Background: an optimization exercise with open tools, aiming at small area. Do not read the settings as production practice. Function was checked by simulation only, so behaviour that the tests miss may differ from the original. Power and IR drop assume default switching activity.

==> 03-21 <==
==> flow/design.v (excerpt) <==
module acceptance_temperature_tuner (
    input  logic        i_clk,
    input  logic        i_rst_n,
    input  logic        i_in_valid,
    output logic        o_in_ready,
    input  logic        i_in_kind,
    input  logic [31:0] i_in_start_temp,
    input  logic [16:0] i_in_measured_pct,
    output logic        o_out_valid,
    input  logic        i_out_ready,
    output logic [31:0] o_out_run_temp,
    output logic [31:0] o_out_end_temp,
    output logic [23:0] o_out_run_length,
    output logic [1:0]  o_out_status,
    input  logic        i_cfg_valid,
    output logic        o_cfg_ready,
    input  logic [2:0]  i_cfg_index,
    input  logic [31:0] i_cfg_data
);
    localparam logic [41:0] EndMul = 42'd4393648464593;
    typedef enum logic [4:0] {
        S_IDLE = 5'd0,
        S_ST1  = 5'd1,
        S_ST2  = 5'd2,
        S_ST3  = 5'd3,
        S_ST4  = 5'd4,
        S_ST5  = 5'd5,
        S_ST6  = 5'd6,
        S_M1   = 5'd7,
        S_M2   = 5'd8,
        S_M3   = 5'd9,
        S_M5   = 5'd10,
        S_SH1  = 5'd11,
        S_SH2  = 5'd12,
        S_LCHK = 5'd13,
        S_MV0  = 5'd14,
        S_MV2  = 5'd15,
        S_SB0  = 5'd16,
        S_SB2  = 5'd17,
        S_SM1  = 5'd18,
        S_SM2  = 5'd19,
        S_RN1  = 5'd20,
        S_RN2  = 5'd21,
        S_RN4  = 5'd22,
        S_RN5  = 5'd23,
        S_EN1  = 5'd24,
        S_FIN  = 5'd25,
        S_M2B  = 5'd26
    } t_state;
    logic [31:0] r_step_initial;
  ...
==> flow/config.mk <==
export PLATFORM = sky130hd
export DESIGN_NAME = acceptance_temperature_tuner
export DESIGN_NICKNAME = acceptance_temperature_tuner
export VERILOG_FILES = /design/flow/design.v
export SDC_FILE = /design/flow/constraint.sdc
export NUM_CORES = 4
export LEC_CHECK = 0
export CAP_MARGIN = 0
export CORE_MARGIN = 2
export CORE_UTILIZATION = 60
export CTS_BUF_LIST = sky130_fd_sc_hd__clkbuf_16
export CTS_CLUSTER_DIAMETER = 70
export CTS_CLUSTER_SIZE = 25
export SLEW_MARGIN = 0
==> flow/constraint.sdc <==
create_clock -name core_clock -period 10.0 [get_ports {i_clk}]
set_input_delay 2.0000 -clock core_clock [delete_from_list [all_inputs] [get_ports {i_clk}]]
set_output_delay 2.0000 -clock core_clock [all_outputs]
set_load 0.01 [all_outputs]
standard.sh (not shown) runs the stock make flow with config.mk's settings and CLKGATE_MAP_FILE= SYNTH_SCRIPT=/design/flow/synth_recipe.tcl, a recipe that flattens the netlist after the stock synthesis.
==> flow/flow/run.sh <==
#!/bin/bash
# The standard layout (standard.sh: ORFS synthesis to finish), except that
# the port buffers are made from the smallest buffer cell instead of the
# clkdlybuf4s50_1 that buffer_ports picks by default. Every port still gets a
# buffer. ORFS writes each step's log under orfs/logs; the make output goes
# to standard.log here.
set -o pipefail
export BUFFER_PORTS_ARGS="-buffer_cell sky130_fd_sc_hd__buf_1"
bash standard.sh > standard.log 2>&1
==> 07-16: changes against 03-21 <==
--- a/flow/design.v
+++ b/flow/design.v
@@ -81,16 +81,15 @@
         S_SM1  = 5'd18,
         S_SM2  = 5'd19,
         S_RN1  = 5'd20,
         S_RN2  = 5'd21,
         S_RN4  = 5'd22,
         S_RN5  = 5'd23,
         S_EN1  = 5'd24,
-        S_FIN  = 5'd25,
-        S_M2B  = 5'd26
+        S_FIN  = 5'd25
     } t_state;
     logic [31:0] r_step_initial;
     logic [15:0] r_step_factor;
     logic [31:0] r_step_minimum;
     logic [16:0] r_pct_low;
     logic [16:0] r_pct_high;
     logic [23:0] r_runs_base;
@@ -135,41 +134,16 @@
                | ({32{sel_rb}}    & {8'b0, r_runs_base})
                | ({32{sel_ri}}    & {8'b0, r_runs_inc})
                | ({32{sel_rc}}    & {8'b0, r_runs_ceiling})
                | ({32{sel_pl}}    & {15'b0, r_pct_low})
                | ({32{sel_ph}}    & {15'b0, r_pct_high})
                | ({32{sel_pct}}   & {15'b0, i_in_measured_pct})
                | ({32{sel_st}}    & i_in_start_temp);
-    logic [31:0] addb;
-    logic [32:0] bk_g0, bk_p0, bk_g, bk_p;
-    assign addb = opb ^ {32{inv}};
-    assign bk_g0 = {r_acc & addb, cin};
-    assign bk_p0 = {r_acc ^ addb, 1'b0};
-    always_comb begin
-        bk_g = bk_g0;
-        bk_p = bk_p0;
-        for (int step = 1; step < 33; step = step * 2) begin
-            for (int k = 2 * step - 1; k < 33; k = k + 2 * step) begin
-                bk_g[k] = bk_g[k] | (bk_p[k] & bk_g[k - step]);
-                bk_p[k] = bk_p[k] & bk_p[k - step];
-            end
-        end
-        for (int step = 16; step >= 1; step = step / 2) begin
-            for (int k = 3 * step - 1; k < 33; k = k + 2 * step) begin
-                bk_g[k] = bk_g[k] | (bk_p[k] & bk_g[k - step]);
-                bk_p[k] = bk_p[k] & bk_p[k - step];
-            end
-        end
-    end
-    assign sum = {bk_g[32], bk_p0[32:1] ^ bk_g[31:0]};
+    assign sum = {1'b0, r_acc} + {1'b0, opb ^ {32{inv}}} + {32'b0, cin};
     assign bus = sum[31:0] | {32{force1}};
-    logic [31:0] acc_d;
-    assign acc_d = ({32{acc_ld}}  & sum[31:0])
-                 | ({32{acc_shr}} & sum[32:1])
-                 | ({32{acc_shl}} & {sum[30:0], 1'b0});
     logic adjust;
     assign adjust = (r_down && r_over) || (r_up && r_below);
     always_comb begin
         n_state   = r_state;
         sel_temp  = 1'b0;
         sel_step  = 1'b0;
         sel_count = 1'b0;
@@ -196,17 +170,15 @@
         acc_shl   = 1'b0;
         cnt_clr   = 1'b0;
         cnt_inc   = 1'b0;
         o_in_ready = 1'b0;
         case (r_state)
             S_IDLE: begin
                 cnt_clr = 1'b1;
-                if (r_out_valid) begin
-                    acc_ld = 1'b1;
-                end else begin
+                if (!r_out_valid) begin
                     acc_clr = 1'b1;
                     if (i_in_valid) n_state = i_in_kind ? S_M1 : S_ST1;
                 end
             end
             S_ST1: begin
                 o_in_ready = 1'b1;
                 sel_st     = 1'b1;
@@ -243,20 +215,14 @@
                 acc_ld  = 1'b1;
                 n_state = S_M2;
             end
             S_M2: begin
                 sel_pl  = 1'b1;
                 inv     = 1'b1;
                 cin     = 1'b1;
-                acc_clr = 1'b1;
-                n_state = S_M2B;
-            end
-            S_M2B: begin
-                sel_pct = 1'b1;
-                acc_ld  = 1'b1;
                 n_state = S_M3;
             end
             S_M3: begin
                 sel_ph     = 1'b1;
                 inv        = 1'b1;
                 o_in_ready = 1'b1;
                 acc_clr    = 1'b1;
@@ -274,15 +240,14 @@
                 cnt_inc  = 1'b1;
                 if (r_cnt[3:0] == 4'd15) n_state = S_SH2;
             end
             S_SH2: begin
                 ld_step = 1'b1;
                 cnt_clr = 1'b1;
                 if (r_loop) begin
-                    acc_ld  = 1'b1;
                     n_state = S_LCHK;
                 end else begin
                     acc_clr = 1'b1;
                     n_state = S_MV0;
                 end
             end
             S_LCHK: begin
@@ -293,31 +258,30 @@
             end
             S_MV0: begin
                 if (r_over || r_below) begin
                     sel_temp = 1'b1;
                     acc_ld   = 1'b1;
                     n_state  = S_MV2;
                 end else begin
-                    acc_clr = 1'b1;
                     n_state = S_RN1;
                 end
             end
             S_MV2: begin
                 sel_step = 1'b1;
                 if (r_over) begin
                     force1  = sum[32];
                     ld_temp = 1'b1;
                     acc_clr = 1'b1;
                     n_state = S_RN1;
                 end else begin
-                    inv     = 1'b1;
-                    acc_clr = 1'b1;
+                    inv = 1'b1;
                     if (sum[32]) begin
-                        n_state = S_SB0;
+                        n_state = S_SB2;
                     end else begin
+                        acc_clr = 1'b1;
                         cnt_clr = 1'b1;
                         n_state = S_SH1;
                     end
                 end
             end
             S_SB0: begin
                 sel_temp = 1'b1;
@@ -378,65 +342,56 @@
             S_EN1: begin
                 sel_temp = mbit;
                 acc_shr  = 1'b1;
                 cnt_inc  = 1'b1;
                 if (r_cnt == 6'd41) n_state = S_FIN;
             end
             S_FIN: begin
-                acc_ld  = 1'b1;
                 n_state = S_IDLE;
             end
             default: begin
                 n_state = S_IDLE;
             end
         endcase
     end
-    logic [31:0] cfg_d0, cfg_d1;
-    logic [7:0]  cfg_en;
-    assign cfg_d0 = i_cfg_data & {32{i_rst_n}};
-    assign cfg_d1 = i_cfg_data | {32{~i_rst_n}};
-    always_comb begin
-        for (int k = 0; k < 8; k++) begin
-            cfg_en[k] = !i_rst_n || (i_cfg_valid && (i_cfg_index == 3'(k)));
-        end
-    end
-    localparam logic [31:0] RvStepInitial = 32'd65536;
-    localparam logic [31:0] RvStepFactor  = 32'd32768;
-    localparam logic [31:0] RvStepMinimum = 32'd1;
-    localparam logic [31:0] RvPctLow      = 32'd19661;
-    localparam logic [31:0] RvPctHigh     = 32'd32768;
-    localparam logic [31:0] RvRunsBase    = 32'd1000;
-    localparam logic [31:0] RvRunsInc     = 32'd100;
-    localparam logic [31:0] RvRunsCeiling = 32'd10000;
-    logic [31:0] cfg_si, cfg_sf, cfg_sm, cfg_pl, cfg_ph, cfg_rb, cfg_ri, cfg_rc;
-    assign cfg_si = (cfg_d1 & RvStepInitial) | (cfg_d0 & ~RvStepInitial);
-    assign cfg_sf = (cfg_d1 & RvStepFactor)  | (cfg_d0 & ~RvStepFactor);
-    assign cfg_sm = (cfg_d1 & RvStepMinimum) | (cfg_d0 & ~RvStepMinimum);
-    assign cfg_pl = (cfg_d1 & RvPctLow)      | (cfg_d0 & ~RvPctLow);
-    assign cfg_ph = (cfg_d1 & RvPctHigh)     | (cfg_d0 & ~RvPctHigh);
-    assign cfg_rb = (cfg_d1 & RvRunsBase)    | (cfg_d0 & ~RvRunsBase);
-    assign cfg_ri = (cfg_d1 & RvRunsInc)     | (cfg_d0 & ~RvRunsInc);
-    assign cfg_rc = (cfg_d1 & RvRunsCeiling) | (cfg_d0 & ~RvRunsCeiling);
     always_ff @(posedge i_clk) begin
-        if (cfg_en[0]) r_step_initial <= cfg_si;
-        if (cfg_en[1]) r_step_factor  <= cfg_sf[15:0];
-        if (cfg_en[2]) r_step_minimum <= cfg_sm;
-        if (cfg_en[3]) r_pct_low      <= cfg_pl[16:0];
-        if (cfg_en[4]) r_pct_high     <= cfg_ph[16:0];
-        if (cfg_en[5]) r_runs_base    <= cfg_rb[23:0];
-        if (cfg_en[6]) r_runs_inc     <= cfg_ri[23:0];
-        if (cfg_en[7]) r_runs_ceiling <= cfg_rc[23:0];
+        if (!i_rst_n) begin
+            r_step_initial <= 32'd65536;
+            r_step_factor  <= 16'd32768;
+            r_step_minimum <= 32'd1;
+            r_pct_low      <= 17'd19661;
+            r_pct_high     <= 17'd32768;
+            r_runs_base    <= 24'd1000;
+            r_runs_inc     <= 24'd100;
+            r_runs_ceiling <= 24'd10000;
+        end else if (i_cfg_valid) begin
+            case (i_cfg_index)
+                3'd0: r_step_initial <= i_cfg_data;
+                3'd1: r_step_factor  <= i_cfg_data[15:0];
+                3'd2: r_step_minimum <= i_cfg_data;
+                3'd3: r_pct_low      <= i_cfg_data[16:0];
+                3'd4: r_pct_high     <= i_cfg_data[16:0];
+                3'd5: r_runs_base    <= i_cfg_data[23:0];
+                3'd6: r_runs_inc     <= i_cfg_data[23:0];
+                default: r_runs_ceiling <= i_cfg_data[23:0];
+            endcase
+        end
     end
-    logic [31:0] bus_d;
-    assign bus_d = bus & {32{i_rst_n}};
     always_ff @(posedge i_clk) begin
-        if (ld_temp  || !i_rst_n) r_temp  <= bus_d;
-        if (ld_step  || !i_rst_n) r_step  <= bus_d;
-        if (ld_runs  || !i_rst_n) r_runs  <= bus_d[23:0];
-        if (ld_count || !i_rst_n) r_count <= bus_d[15:0];
+        if (!i_rst_n) begin
+            r_temp  <= '0;
+            r_step  <= '0;
+            r_runs  <= '0;
+            r_count <= '0;
+        end else begin
+            if (ld_temp)  r_temp  <= bus;
+            if (ld_step)  r_step  <= bus;
+            if (ld_runs)  r_runs  <= bus[23:0];
+            if (ld_count) r_count <= bus[15:0];
+        end
     end
     always_ff @(posedge i_clk) begin
         if (!i_rst_n) begin
             r_state     <= S_IDLE;
             r_out_valid <= 1'b0;
             r_up        <= 1'b0;
             r_down      <= 1'b0;
@@ -462,15 +417,18 @@
         if (r_state == S_SM2 && !sum[32]) r_status <= 2'd2;
         if (r_state == S_MV2) r_loop <= 1'b1;
         else if (r_state == S_IDLE) r_loop <= 1'b0;
         if (r_state == S_RN2) r_sticky <= 1'b0;
         else if (r_state == S_RN4 && sum[31:24] != 8'd0) r_sticky <= 1'b1;
         if (cnt_clr) r_cnt <= '0;
         else if (cnt_inc) r_cnt <= r_cnt + 6'd1;
-        r_acc <= acc_d;
+        if (acc_clr) r_acc <= '0;
+        else if (acc_ld) r_acc <= sum[31:0];
+        else if (acc_shr) r_acc <= sum[32:1];
+        else if (acc_shl) r_acc <= {sum[30:0], 1'b0};
     end
     assign o_cfg_ready      = 1'b1;
     assign o_out_valid      = r_out_valid;
     assign o_out_run_temp   = r_temp;
     assign o_out_end_temp   = r_acc;
     assign o_out_run_length = r_runs;
     assign o_out_status     = r_status;
==> flow/run.sh (new file) <==
#!/bin/bash
# synth_recipe.tcl (not shown) runs the flow's synth.tcl, then flattens the netlist and writes it again
# the make line also repeats each setting of config.mk as NAME=value (left out here)
make -C /OpenROAD-flow-scripts/flow DESIGN_CONFIG=/design/flow/config.mk WORK_HOME=/design/flow/orfs CLKGATE_MAP_FILE= SYNTH_SCRIPT=/design/flow/synth_recipe.tcl finish
==> flow/config.mk (replaced) <==
export PLATFORM = sky130hd
export DESIGN_NAME = acceptance_temperature_tuner
export DESIGN_NICKNAME = acceptance_temperature_tuner
export VERILOG_FILES = /design/flow/design.v
export SDC_FILE = /design/flow/constraint.sdc
export NUM_CORES = 4
export LEC_CHECK = 0
export CAP_MARGIN = 20
export CORE_MARGIN = 2
export CORE_UTILIZATION = 60
export CTS_BUF_LIST = sky130_fd_sc_hd__clkbuf_8
export SLEW_MARGIN = 20
removed: flow/flow/run.sh
removed: flow/standard.sh
==> 11-23: changes against 03-21 <==
==> flow/config.mk (replaced) <==
export PLATFORM = sky130hd
export DESIGN_NAME = acceptance_temperature_tuner
export DESIGN_NICKNAME = acceptance_temperature_tuner
export VERILOG_FILES = /design/flow/design.v
export SDC_FILE = /design/flow/constraint.sdc
export NUM_CORES = 4
export LEC_CHECK = 0
export CAP_MARGIN = 20
export CORE_MARGIN = 2
export CORE_UTILIZATION = 70
export CTS_BUF_LIST = sky130_fd_sc_hd__clkbuf_8
export CTS_CLUSTER_DIAMETER = 120
export CTS_CLUSTER_SIZE = 15
export SLEW_MARGIN = 20
==> qor summary <==
Routed length on met2: 07-16 28.4 mm; 03-21 20.2 mm; 11-23 20.1 mm
Final cycle utilization of the critical path: 07-16 0.726; 03-21 0.885; 11-23 0.871
Register Area: 07-16 6870 um2; 03-21 9770 um2; 11-23 9770 um2
Number of enable flip-flop cells after synthesis: 07-16 2; 03-21 292; 11-23 292
Setup clock skew after layout: 07-16 0.0318 ns; 03-21 0.0237 ns; 11-23 0.0266 ns
Reg-to-reg critical path endpoint: 07-16 r_acc[24]; 03-21 r_step[6]; 11-23 r_step[10]
Worst Hold End: 07-16 r_pct_high[9]; 03-21 r_status[0]; 11-23 r_status[0]
Part of the power in registers: 07-16 0.364; 03-21 0.442; 11-23 0.466
Synthesized cell area: 07-16 17400 um2; 03-21 15900 um2; 11-23 15900 um2
Area growth from synthesis to layout: 07-16 16.8%; 03-21 11.6%; 11-23 9.86%
Non-clock buffer instance count of the final layout: 07-16 221; 03-21 216; 11-23 215
Mean post-synth cell area: 07-16 7.69 um2; 03-21 13.2 um2; 11-23 13.2 um2
Global Route met2 Usage: 07-16 0.635; 03-21 0.477; 11-23 0.559
Maximum net fanout on the critical path: 07-16 32; 03-21 25; 11-23 23
Post-Syn Nets: 07-16 2396; 03-21 1347; 11-23 1347
Logic depth of the worst register-to-register path: 07-16 19; 03-21 25; 11-23 26
Share of the final layout cell area in multi-input gates: 07-16 0.480; 03-21 0.330; 11-23 0.337
Crit path largest cell delay: 07-16 0.93 ns; 03-21 0.75 ns; 11-23 0.85 ns
Status: 07-16 no timing/DRC/antenna violations; 03-21 no timing/DRC/antenna violations; 11-23 no timing/DRC/antenna violations
Distinct cell type count of the synthesized netlist: 07-16 88; 03-21 72; 11-23 72
Worst-path clk slew: 07-16 0.07 ns; 03-21 0.09 ns; 11-23 0.11 ns
Cell seen most often among critical-path stages: 07-16 -; 03-21 sky130_fd_sc_hd__o21ai_0; 11-23 sky130_fd_sc_hd__o21ai_0
Fraction of synthesized cell area in xor and xnor cells: 07-16 0.0360; 03-21 0.0335; 11-23 0.0335
Portion of synthesized cell area occupied by the leading cell type: 07-16 0.390; 03-21 0.550; 11-23 0.550
Weighted congestion at the end of routability-driven global placement: 07-16 0.955; 03-21 0.929; 11-23 0.948
Met1 track demand over resource: 07-16 0.543; 03-21 0.507; 11-23 0.555

==> re-timing with driven ports <==
The flow's constraints put no driver on any port. The routed layouts listed below were extracted and timed again, unchanged, in two steps.
Step 1 sets driving cells, clkbuf_16 on the clock port and buf_2 on the other inputs (assumed; they add their load-dependent delay and slew).
Step 2 adds t to the input delays and takes it off the output delays; t is the mean of the earliest and latest rising clock arrival at the registers after step 1. Input paths then give back, and output paths get back, about the clock's delay inside the block.
Slacks: ideal / step 1 / step 2; pairs: ideal / step 1.
| run | t, ns | setup WS [ns] | worst hold slack (ns) | worst setup path after step 2 | latest minus earliest clock arrival (ns) |
|---|---|---|---|---|---|
| 03-21 | 0.583 | 1.147 / 1.147 / 1.147 | 0.481 / 0.481 / 0.481 | register to register | 0.024 / 0.024 |
| 07-16 | 0.661 | 2.741 / 2.741 / 2.392 | 0.453 / 0.453 / 0.453 | input to register | 0.032 / 0.031 |
| 11-23 | 0.631 | 1.291 / 1.291 / 1.291 | 0.488 / 0.488 / 0.488 | register to register | 0.026 / 0.027 |
After both steps every run listed still meets setup and hold. The setup slack of 07-16, which loses most, moves by 0.000 ns with the drivers and by -0.349 ns with both steps.
